Source: an optimization exercise on an open RTL-to-GDS flow (aim: small area and a short achievable clock period). Production flows keep margins and buffers that such runs may drop.
Function was checked by simulation only, so behaviour that the tests miss may differ from the original.

==> v5: inputs <==
==> flow/design.v (excerpt) <==
module approx_err_monitor
#(
  parameter int WINDOW = 1024,
  parameter int CNT_W  = 32,
  parameter int SUM_W  = 80
) (
  input  logic              clk,
  input  logic              rst_n,
  input  logic              start,
  input  logic              in_valid,
  output logic              in_ready,
  input  logic [approx_err_pkg::OP_W-1:0]   a,
  input  logic [approx_err_pkg::OP_W-1:0]   b,
  input  logic [approx_err_pkg::PROD_W-1:0] approx_y,
  output logic              busy,
  output logic              rpt_valid,
  input  logic              rpt_ready,
  output logic [CNT_W-1:0]  err_count,
  output logic [SUM_W-1:0]  err_sum,
  output logic [approx_err_pkg::PROD_W-1:0] err_max,
  output logic [approx_err_pkg::OP_W-1:0]   err_max_a,
  output logic [approx_err_pkg::OP_W-1:0]   err_max_b,
  output logic [CNT_W-1:0]  sample_count
);
  localparam int IDX_W = 10;   
  localparam int HI_W  = IDX_W;
  localparam int FLUSH = 7;
  logic             acc_q;       
  logic             rdy_q;       
  logic             busy_q;
  logic             rv_q;        
  logic             clr_q;       
  logic             v0, v1, v2;  
  logic [FLUSH-1:0] fin;         
  logic [IDX_W-1:0] cnt;         
  logic             fire, last;
  assign in_ready  = rdy_q;
  assign busy      = busy_q;
  assign rpt_valid = rv_q;
  assign fire      = in_valid & acc_q;
  assign last      = fire & (cnt == IDX_W'(WINDOW - 1));
  always_ff @(posedge clk) begin
    if (!rst_n) begin
      acc_q  <= 1'b0;
      rdy_q  <= 1'b0;
      busy_q <= 1'b0;
      rv_q   <= 1'b0;
      clr_q  <= 1'b0;
      v0     <= 1'b0;
      v1     <= 1'b0;
      v2     <= 1'b0;
      fin    <= '0;
    end else begin
      clr_q <= ~busy_q & start;
      v0    <= fire;
      v1    <= v0;
      v2    <= v1;
      fin   <= {fin[FLUSH-2:0], last};
      if (~busy_q & start) begin
        acc_q  <= 1'b1;
        rdy_q  <= 1'b1;
        busy_q <= 1'b1;
      end
      if (last) begin
        acc_q <= 1'b0;
        rdy_q <= 1'b0;
      end
      if (fin[FLUSH-1]) rv_q <= 1'b1;
      if (rv_q & rpt_ready) begin
        rv_q   <= 1'b0;
        busy_q <= 1'b0;
      end
    end
  end
  always_ff @(posedge clk) begin
    if (!acc_q) cnt <= '0;
    else if (in_valid) cnt <= cnt + 1'b1;
  end
  logic [31:0] a0, b0;
  logic [63:0] y0;
  ...
==> module approx_err_monitor, before the edit <==
module approx_err_monitor
#(
  parameter int WINDOW = 1024,
  parameter int CNT_W  = 32,
  parameter int SUM_W  = 80
) (
  input  logic              clk,
  input  logic              rst_n,
  input  logic              start,
  input  logic              in_valid,
  output logic              in_ready,
  input  logic [approx_err_pkg::OP_W-1:0]   a,
  input  logic [approx_err_pkg::OP_W-1:0]   b,
  input  logic [approx_err_pkg::PROD_W-1:0] approx_y,
  output logic              busy,
  output logic              rpt_valid,
  input  logic              rpt_ready,
  output logic [CNT_W-1:0]  err_count,
  output logic [SUM_W-1:0]  err_sum,
  output logic [approx_err_pkg::PROD_W-1:0] err_max,
  output logic [approx_err_pkg::OP_W-1:0]   err_max_a,
  output logic [approx_err_pkg::OP_W-1:0]   err_max_b,
  output logic [CNT_W-1:0]  sample_count
);
  localparam int IDX_W = 10;   
  localparam int HI_W  = IDX_W;
  localparam int FLUSH = 7;
  logic             acc_q;       
  logic             rdy_q;       
  logic             busy_q;
  logic             rv_q;        
  logic             clr_q;       
  logic             v0, v1, v2;  
  logic [FLUSH-1:0] fin;         
  logic [IDX_W-1:0] cnt;         
  logic             fire, last;
  assign in_ready  = rdy_q;
  assign busy      = busy_q;
  assign rpt_valid = rv_q;
  assign fire      = in_valid & acc_q;
  assign last      = fire & (cnt == IDX_W'(WINDOW - 1));
  always_ff @(posedge clk) begin
    if (!rst_n) begin
      acc_q  <= 1'b0;
      rdy_q  <= 1'b0;
      busy_q <= 1'b0;
      rv_q   <= 1'b0;
      clr_q  <= 1'b0;
      v0     <= 1'b0;
      v1     <= 1'b0;
      v2     <= 1'b0;
      fin    <= '0;
    end else begin
      clr_q <= ~busy_q & start;
      v0    <= fire;
      v1    <= v0;
      v2    <= v1;
      fin   <= {fin[FLUSH-2:0], last};
      if (~busy_q & start) begin
        acc_q  <= 1'b1;
        rdy_q  <= 1'b1;
        busy_q <= 1'b1;
      end
      if (last) begin
        acc_q <= 1'b0;
        rdy_q <= 1'b0;
      end
      if (fin[FLUSH-1]) rv_q <= 1'b1;
      if (rv_q & rpt_ready) begin
        rv_q   <= 1'b0;
        busy_q <= 1'b0;
      end
    end
  end
  always_ff @(posedge clk) begin
    if (!acc_q) cnt <= '0;
    else if (in_valid) cnt <= cnt + 1'b1;
  end
  logic [31:0] a0, b0;
  logic [63:0] y0;
  logic [15:0] one, two, sg, one0, two0, sg0;
  approx_err_booth_enc u_enc (.b(b), .one(one), .two(two), .sg(sg));
  always_ff @(posedge clk) begin
    a0   <= a;
    b0   <= b;
    y0   <= approx_y;
    one0 <= one;
    two0 <= two;
    sg0  <= sg;
  end
  logic [approx_err_pkg::HEAP_W-1:0] h0, h1;
  logic [31:0] a1, b1;
  approx_err_mul_a u_mul_a (.a(a0), .one(one0), .two(two0), .sg(sg0), .b31(b0[31]), .y(y0), .h(h0));
  always_ff @(posedge clk) begin
    h1 <= h0;
    a1 <= a0;
    b1 <= b0;
  end
  logic [64:0] ps, pc, t1, t2;
  logic [31:0] a2, b2;
  logic        t_co;
  logic        nz2;
  logic [64:0] zc;
  assign zc = (ps ^ pc) ^ {ps[63:0] | pc[63:0], 1'b0};
  approx_err_mul_b u_mul_b (.h(h1), .s(ps), .c(pc));
  approx_err_add #(.N(65), .L(7)) u_cpa (.x(ps), .y(pc), .ci(1'b0), .s(t1), .co(t_co));
  always_ff @(posedge clk) begin
    t2  <= t1;
    nz2 <= |zc;
    a2  <= a1;
    b2 <= b1;
  end
  logic [IDX_W:0] ec;
  logic [63:0]    mx;
  logic [31:0]    ma, mb;
  logic        neg, nz, gt;
  logic [63:0] x, d, inc, nmx;
  assign neg = t2[64];
  assign x   = t2[63:0] ^ {64{neg}};
  assign inc = ~t2[63:0] + 64'd1;
  assign d   = neg ? inc : t2[63:0];
  assign nz  = nz2;
  logic [63:0] nt;
  logic        gt_p, gt_n;
  assign nmx = ~mx;
  assign nt  = ~t2[63:0];
  approx_err_add #(.N(64), .L(6)) u_cmp_p (.x(t2[63:0]), .y(nmx), .ci(1'b0), .s(), .co(gt_p));
  approx_err_add #(.N(64), .L(6)) u_cmp_n (.x(nt),       .y(nmx), .ci(1'b1), .s(), .co(gt_n));
  assign gt = neg ? gt_n : gt_p;
  logic [63:0]    lo;       
  logic [3:1]     cy;       
  logic           cy_hi;    
  logic [HI_W-1:0] hi;
  logic [63:0]    xv;
  logic [63:0]    lo_n;
  logic [3:0]     co;
  assign xv = v2 ? x : 64'd0;
  approx_err_add #(.N(16), .L(4)) u_ch0 (.x(lo[15:0]),  .y(xv[15:0]),  .ci(v2 & neg), .s(lo_n[15:0]),  .co(co[0]));
  approx_err_add #(.N(16), .L(4)) u_ch1 (.x(lo[31:16]), .y(xv[31:16]), .ci(cy[1]),    .s(lo_n[31:16]), .co(co[1]));
  approx_err_add #(.N(16), .L(4)) u_ch2 (.x(lo[47:32]), .y(xv[47:32]), .ci(cy[2]),    .s(lo_n[47:32]), .co(co[2]));
  approx_err_add #(.N(16), .L(4)) u_ch3 (.x(lo[63:48]), .y(xv[63:48]), .ci(cy[3]),    .s(lo_n[63:48]), .co(co[3]));
  always_ff @(posedge clk) begin
    if (clr_q) begin
      ec    <= '0;
      mx    <= '0;
      ma    <= '0;
      mb    <= '0;
      lo    <= '0;
      cy    <= '0;
      cy_hi <= 1'b0;
      hi    <= '0;
    end else begin
      lo    <= lo_n;
      cy    <= co[2:0];
      cy_hi <= co[3];
      hi    <= hi + HI_W'(cy_hi);
      if (v2) begin
        ec <= ec + (IDX_W+1)'(nz);
        if (gt) begin
          mx <= d;
          ma <= a2;
          mb <= b2;
        end
      end
    end
  end
  assign err_count    = CNT_W'(ec);
  assign err_sum      = SUM_W'({hi, lo});
  assign err_max      = mx;
  assign err_max_a    = ma;
  assign err_max_b    = mb;
  assign sample_count = CNT_W'(WINDOW);
endmodule
==> flow/config.mk <==
export PLATFORM = sky130hd
export DESIGN_NAME = approx_err_monitor
export DESIGN_NICKNAME = approx_err_monitor
export VERILOG_FILES = /design/flow/design.v
export SDC_FILE = /design/flow/constraint.sdc
export NUM_CORES = 4
export LEC_CHECK = 0
export CAP_MARGIN = 20
export CORE_MARGIN = 2
export CORE_UTILIZATION = 40
export SLEW_MARGIN = 20
==> flow/constraint.sdc <==
create_clock -name core_clock -period 10.0 [get_ports {clk}]
set_input_delay 2.0000 -clock core_clock [delete_from_list [all_inputs] [get_ports {clk}]]
set_output_delay 2.0000 -clock core_clock [all_outputs]
set_load 0.01 [all_outputs]
standard.sh (not shown) runs the stock make flow with config.mk's settings and CLKGATE_MAP_FILE= SYNTH_SCRIPT=/design/flow/synth_recipe.tcl, a recipe that flattens the netlist after the stock synthesis.
==> flow/flow/run.sh <==
#!/bin/bash
# The standard layout (standard.sh), with the resizer's setup repair aiming for a margin of
# 6.5 ns below the 10 ns clock period instead of 0, so that it sizes and buffers the datapath
# for a period of about 3.5 ns. The make log goes to standard_flow.log; each ORFS step keeps its
# own log under orfs/logs/.
set -euo pipefail
bash standard.sh SETUP_SLACK_MARGIN=6.5 TNS_END_PERCENT=100 finish > standard_flow.log 2>&1
==> inputs of v19, as changes to v5 <==
--- a/flow/design.v
+++ b/flow/design.v
@@ -2307,5 +2307,5 @@
   localparam int IDX_W = 10;   
   localparam int HI_W  = IDX_W;
-  localparam int FLUSH = 7;
+  localparam int FLUSH = 8;
   logic             acc_q;       
   logic             rdy_q;       
@@ -2313,5 +2313,5 @@
   logic             rv_q;        
   logic             clr_q;       
-  logic             v0, v1, v2;  
+  logic             v0, v1, v2, v3;  
   logic [FLUSH-1:0] fin;         
   logic [IDX_W-1:0] cnt;         
@@ -2332,4 +2332,5 @@
       v1     <= 1'b0;
       v2     <= 1'b0;
+      v3     <= 1'b0;
       fin    <= '0;
     end else begin
@@ -2338,4 +2339,5 @@
       v1    <= v0;
       v2    <= v1;
+      v3    <= v2;
       fin   <= {fin[FLUSH-2:0], last};
       if (~busy_q & start) begin
@@ -2379,35 +2381,41 @@
     b1 <= b0;
   end
-  logic [64:0] ps, pc, t1, t2;
+  logic [64:0] ps, pc;
+  logic [32:0] lo_t;
+  logic [31:0] tl2;
+  logic        cl2;
+  logic [32:0] sh2, ch2;
   logic [31:0] a2, b2;
-  logic        t_co;
-  logic        nz2;
-  logic [64:0] zc;
-  assign zc = (ps ^ pc) ^ {ps[63:0] | pc[63:0], 1'b0};
   approx_err_mul_b u_mul_b (.h(h1), .s(ps), .c(pc));
-  approx_err_add #(.N(65), .L(7)) u_cpa (.x(ps), .y(pc), .ci(1'b0), .s(t1), .co(t_co));
+  assign lo_t = {1'b0, ps[31:0]} + {1'b0, pc[31:0]};
   always_ff @(posedge clk) begin
-    t2  <= t1;
-    nz2 <= |zc;
+    tl2 <= lo_t[31:0];
+    cl2 <= lo_t[32];
+    sh2 <= ps[64:32];
+    ch2 <= pc[64:32];
     a2  <= a1;
-    b2 <= b1;
+    b2  <= b1;
+  end
+  logic [33:0] hi_t;
+  logic [64:0] t;
+  logic [63:0] x3;
+  logic        neg3;
+  logic [31:0] a3, b3;
+  assign hi_t = {sh2, 1'b1} + {ch2, cl2};
+  assign t    = {hi_t[33:1], tl2};
+  always_ff @(posedge clk) begin
+    x3   <= t[63:0] ^ {64{t[64]}};
+    neg3 <= t[64];
+    a3   <= a2;
+    b3   <= b2;
   end
   logic [IDX_W:0] ec;
   logic [63:0]    mx;
   logic [31:0]    ma, mb;
-  logic        neg, nz, gt;
-  logic [63:0] x, d, inc, nmx;
-  assign neg = t2[64];
-  assign x   = t2[63:0] ^ {64{neg}};
-  assign inc = ~t2[63:0] + 64'd1;
-  assign d   = neg ? inc : t2[63:0];
-  assign nz  = nz2;
-  logic [63:0] nt;
-  logic        gt_p, gt_n;
-  assign nmx = ~mx;
-  assign nt  = ~t2[63:0];
-  approx_err_add #(.N(64), .L(6)) u_cmp_p (.x(t2[63:0]), .y(nmx), .ci(1'b0), .s(), .co(gt_p));
-  approx_err_add #(.N(64), .L(6)) u_cmp_n (.x(nt),       .y(nmx), .ci(1'b1), .s(), .co(gt_n));
-  assign gt = neg ? gt_n : gt_p;
+  logic           nz, gt;
+  logic [63:0]    d;
+  assign d  = x3 + {63'd0, neg3};
+  assign nz = neg3 | (|x3);
+  assign gt = {x3, neg3} > {mx, 1'b0};
   logic [63:0]    lo;       
   logic [3:1]     cy;       
@@ -2417,6 +2425,6 @@
   logic [63:0]    lo_n;
   logic [3:0]     co;
-  assign xv = v2 ? x : 64'd0;
-  approx_err_add #(.N(16), .L(4)) u_ch0 (.x(lo[15:0]),  .y(xv[15:0]),  .ci(v2 & neg), .s(lo_n[15:0]),  .co(co[0]));
+  assign xv = v3 ? x3 : 64'd0;
+  approx_err_add #(.N(16), .L(4)) u_ch0 (.x(lo[15:0]),  .y(xv[15:0]),  .ci(v3 & neg3), .s(lo_n[15:0]),  .co(co[0]));
   approx_err_add #(.N(16), .L(4)) u_ch1 (.x(lo[31:16]), .y(xv[31:16]), .ci(cy[1]),    .s(lo_n[31:16]), .co(co[1]));
   approx_err_add #(.N(16), .L(4)) u_ch2 (.x(lo[47:32]), .y(xv[47:32]), .ci(cy[2]),    .s(lo_n[47:32]), .co(co[2]));
@@ -2437,10 +2445,10 @@
       cy_hi <= co[3];
       hi    <= hi + HI_W'(cy_hi);
-      if (v2) begin
-        ec <= ec + (IDX_W+1)'(nz);
+      if (v3 && nz) ec <= ec + 1'b1;
+      if (v3) begin
         if (gt) begin
           mx <= d;
-          ma <= a2;
-          mb <= b2;
+          ma <= a3;
+          mb <= b3;
         end
       end
==> flow/flow/run.sh (replaced) <==
#!/bin/bash
# The standard layout (standard.sh) with three changes to how it is made:
#  - the resizer's setup repair aims for a margin of 6.5 ns below the 10 ns clock period instead
#    of 0, so that it sizes and buffers the datapath for a period of about 3.5 ns;
#  - every input and output port still gets its own buffer, but a buf_1 instead of the
#    clkdlybuf4s50_1 that buffer_ports picks by default;
#  - a core utilization of 50% instead of 40%, for shorter wires.
# The make log goes to standard_flow.log; each ORFS step keeps its own log under orfs/logs/.
set -euo pipefail
bash standard.sh SETUP_SLACK_MARGIN=6.5 TNS_END_PERCENT=100 CORE_UTILIZATION=50 \
  "BUFFER_PORTS_ARGS=-buffer_cell sky130_fd_sc_hd__buf_1" finish > standard_flow.log 2>&1
==> inputs of v33, as changes to v5 <==
--- a/flow/design.v
+++ b/flow/design.v
@@ -2307,5 +2307,5 @@
   localparam int IDX_W = 10;   
   localparam int HI_W  = IDX_W;
-  localparam int FLUSH = 7;
+  localparam int FLUSH = 8;
   logic             acc_q;       
   logic             rdy_q;       
@@ -2313,5 +2313,5 @@
   logic             rv_q;        
   logic             clr_q;       
-  logic             v0, v1, v2;  
+  logic             v0, v1, v2, v3;  
   logic [FLUSH-1:0] fin;         
   logic [IDX_W-1:0] cnt;         
@@ -2332,4 +2332,5 @@
       v1     <= 1'b0;
       v2     <= 1'b0;
+      v3     <= 1'b0;
       fin    <= '0;
     end else begin
@@ -2338,4 +2339,5 @@
       v1    <= v0;
       v2    <= v1;
+      v3    <= v2;
       fin   <= {fin[FLUSH-2:0], last};
       if (~busy_q & start) begin
@@ -2379,35 +2381,41 @@
     b1 <= b0;
   end
-  logic [64:0] ps, pc, t1, t2;
+  logic [64:0] ps, pc;
+  logic [32:0] lo_t;
+  logic [31:0] tl2;
+  logic        cl2;
+  logic [32:0] sh2, ch2;
   logic [31:0] a2, b2;
-  logic        t_co;
-  logic        nz2;
-  logic [64:0] zc;
-  assign zc = (ps ^ pc) ^ {ps[63:0] | pc[63:0], 1'b0};
   approx_err_mul_b u_mul_b (.h(h1), .s(ps), .c(pc));
-  approx_err_add #(.N(65), .L(7)) u_cpa (.x(ps), .y(pc), .ci(1'b0), .s(t1), .co(t_co));
+  assign lo_t = {1'b0, ps[31:0]} + {1'b0, pc[31:0]};
   always_ff @(posedge clk) begin
-    t2  <= t1;
-    nz2 <= |zc;
+    tl2 <= lo_t[31:0];
+    cl2 <= lo_t[32];
+    sh2 <= ps[64:32];
+    ch2 <= pc[64:32];
     a2  <= a1;
-    b2 <= b1;
+    b2  <= b1;
+  end
+  logic [33:0] hi_t;
+  logic [64:0] t;
+  logic [63:0] x3;
+  logic        neg3;
+  logic [31:0] a3, b3;
+  assign hi_t = {sh2, 1'b1} + {ch2, cl2};
+  assign t    = {hi_t[33:1], tl2};
+  always_ff @(posedge clk) begin
+    x3   <= t[63:0] ^ {64{t[64]}};
+    neg3 <= t[64];
+    a3   <= a2;
+    b3   <= b2;
   end
   logic [IDX_W:0] ec;
   logic [63:0]    mx;
   logic [31:0]    ma, mb;
-  logic        neg, nz, gt;
-  logic [63:0] x, d, inc, nmx;
-  assign neg = t2[64];
-  assign x   = t2[63:0] ^ {64{neg}};
-  assign inc = ~t2[63:0] + 64'd1;
-  assign d   = neg ? inc : t2[63:0];
-  assign nz  = nz2;
-  logic [63:0] nt;
-  logic        gt_p, gt_n;
-  assign nmx = ~mx;
-  assign nt  = ~t2[63:0];
-  approx_err_add #(.N(64), .L(6)) u_cmp_p (.x(t2[63:0]), .y(nmx), .ci(1'b0), .s(), .co(gt_p));
-  approx_err_add #(.N(64), .L(6)) u_cmp_n (.x(nt),       .y(nmx), .ci(1'b1), .s(), .co(gt_n));
-  assign gt = neg ? gt_n : gt_p;
+  logic           nz, gt;
+  logic [63:0]    d;
+  assign d  = x3 + {63'd0, neg3};
+  assign nz = neg3 | (|x3);
+  assign gt = {x3, neg3} > {mx, 1'b0};
   logic [63:0]    lo;       
   logic [3:1]     cy;       
@@ -2417,6 +2425,6 @@
   logic [63:0]    lo_n;
   logic [3:0]     co;
-  assign xv = v2 ? x : 64'd0;
-  approx_err_add #(.N(16), .L(4)) u_ch0 (.x(lo[15:0]),  .y(xv[15:0]),  .ci(v2 & neg), .s(lo_n[15:0]),  .co(co[0]));
+  assign xv = v3 ? x3 : 64'd0;
+  approx_err_add #(.N(16), .L(4)) u_ch0 (.x(lo[15:0]),  .y(xv[15:0]),  .ci(v3 & neg3), .s(lo_n[15:0]),  .co(co[0]));
   approx_err_add #(.N(16), .L(4)) u_ch1 (.x(lo[31:16]), .y(xv[31:16]), .ci(cy[1]),    .s(lo_n[31:16]), .co(co[1]));
   approx_err_add #(.N(16), .L(4)) u_ch2 (.x(lo[47:32]), .y(xv[47:32]), .ci(cy[2]),    .s(lo_n[47:32]), .co(co[2]));
@@ -2437,10 +2445,10 @@
       cy_hi <= co[3];
       hi    <= hi + HI_W'(cy_hi);
-      if (v2) begin
-        ec <= ec + (IDX_W+1)'(nz);
+      if (v3 && nz) ec <= ec + 1'b1;
+      if (v3) begin
         if (gt) begin
           mx <= d;
-          ma <= a2;
-          mb <= b2;
+          ma <= a3;
+          mb <= b3;
         end
       end
==> flow/flow/run.sh (replaced) <==
#!/bin/bash
# The standard layout (standard.sh) with three changes to how it is made:
#  - the resizer's setup repair aims for a margin of 6.5 ns below the 10 ns clock period instead
#    of 0, so that it sizes and buffers the datapath for a period of about 3.5 ns;
#  - every input and output port still gets its own buffer, but a buf_1 instead of the
#    clkdlybuf4s50_1 that buffer_ports picks by default;
#  - clock-tree sink clusters of up to 25 flip-flops within 80 um (CTS_CLUSTER_SIZE and
#    CTS_CLUSTER_DIAMETER), which needs fewer clock buffers.
# The make log goes to standard_flow.log; each ORFS step keeps its own log under orfs/logs/.
set -euo pipefail
bash standard.sh SETUP_SLACK_MARGIN=6.5 TNS_END_PERCENT=100 CTS_CLUSTER_SIZE=25 CTS_CLUSTER_DIAMETER=80 \
  "BUFFER_PORTS_ARGS=-buffer_cell sky130_fd_sc_hd__buf_1" finish > standard_flow.log 2>&1
==> comparison table <==
item                                                                      v33                      v19                       v5
Result of the run                                     complete, no violations  complete, no violations  complete, no violations
GP Congestion                                                           0.894                    0.882                    0.887
Sequential share of cell area                                           31.6%                    31.2%                    23.9%
Core ar.                                                           140000 µm²               112000 µm²               142000 µm²
DIE HEIGHT                                                             380 µm                   340 µm                   382 µm
Headroom to the max-slew limit                                          29.8%                    33.9%                    30.2%
Req. time, crit path                                                 10.61 ns                 10.58 ns                 10.62 ns
Finished Layout Cells                                                    7616                     7307                     8168
Total global routing track utilization                                  23.7%                    28.8%                    26.0%
Area share of the largest cell type after synthesis                     34.3%                    34.3%                    28.1%
Hold path startpoint                                           a2[24]$_DFF_P_           a2[29]$_DFF_P_           b1[15]$_DFF_P_
Slowest stage cell, crit path                                         dfxtp_2                     fa_1                     fa_2
Nonclk inv count                                                          738                      738                      935
Die X-Extent                                                           380 µm                   340 µm                   382 µm
Count of flip-flops and latches                                           967                      967                      803
Pin count of the biggest net entering global routing                       71                      133                       81
Net count of the finished layout                                         6646                     6671                     7273
Non-clock buffer contribution to total cell area                        3.55%                    3.05%                    7.44%
DP HPWL                                                             116000 µm                111000 µm                134000 µm
Reg-to-reg critical path endpoint                             h1[109]$_DFF_P_          h1[140]$_DFF_P_           t2[62]$_DFF_P_
Longest individual stage delay on the worst path                      1.03 ns                  0.54 ns                  0.63 ns
Worst-case clock skew                                               0.0486 ns                0.0292 ns                0.0972 ns

## separate check: timing with driven ports
How much do the figures lean on ideal ports? The routed layouts below were timed once more, with nothing changed but the port constraints. Step 1, drivers: a clkbuf_16 drives clk and a buf_2 each remaining input, both assumed. Step 2 times the ports against the registers' clock, not the clock port: input delays grow and output delays shrink by t, the midpoint of the rising clock arrivals with the driver on. Slacks: no drivers / after step 1 / after step 2; pairs: no drivers / after step 1.
run | t, ns | setup WS [ns] | hold WS [ns] | worst setup path at the end | clock arrival spread, ns
v5 | 0.787 | 5.835 / 5.835 / 5.835 | 0.320 / 0.320 / 0.320 | register to register | 0.098 / 0.098
v19 | 0.774 | 6.505 / 6.505 / 6.505 | 0.314 / 0.314 / 0.314 | register to register | 0.032 / 0.032
v33 | 0.789 | 6.532 / 6.481 / 6.532 | 0.321 / 0.321 / 0.321 | register to register | 0.056 / 0.057
After both steps every run listed still meets setup and hold.
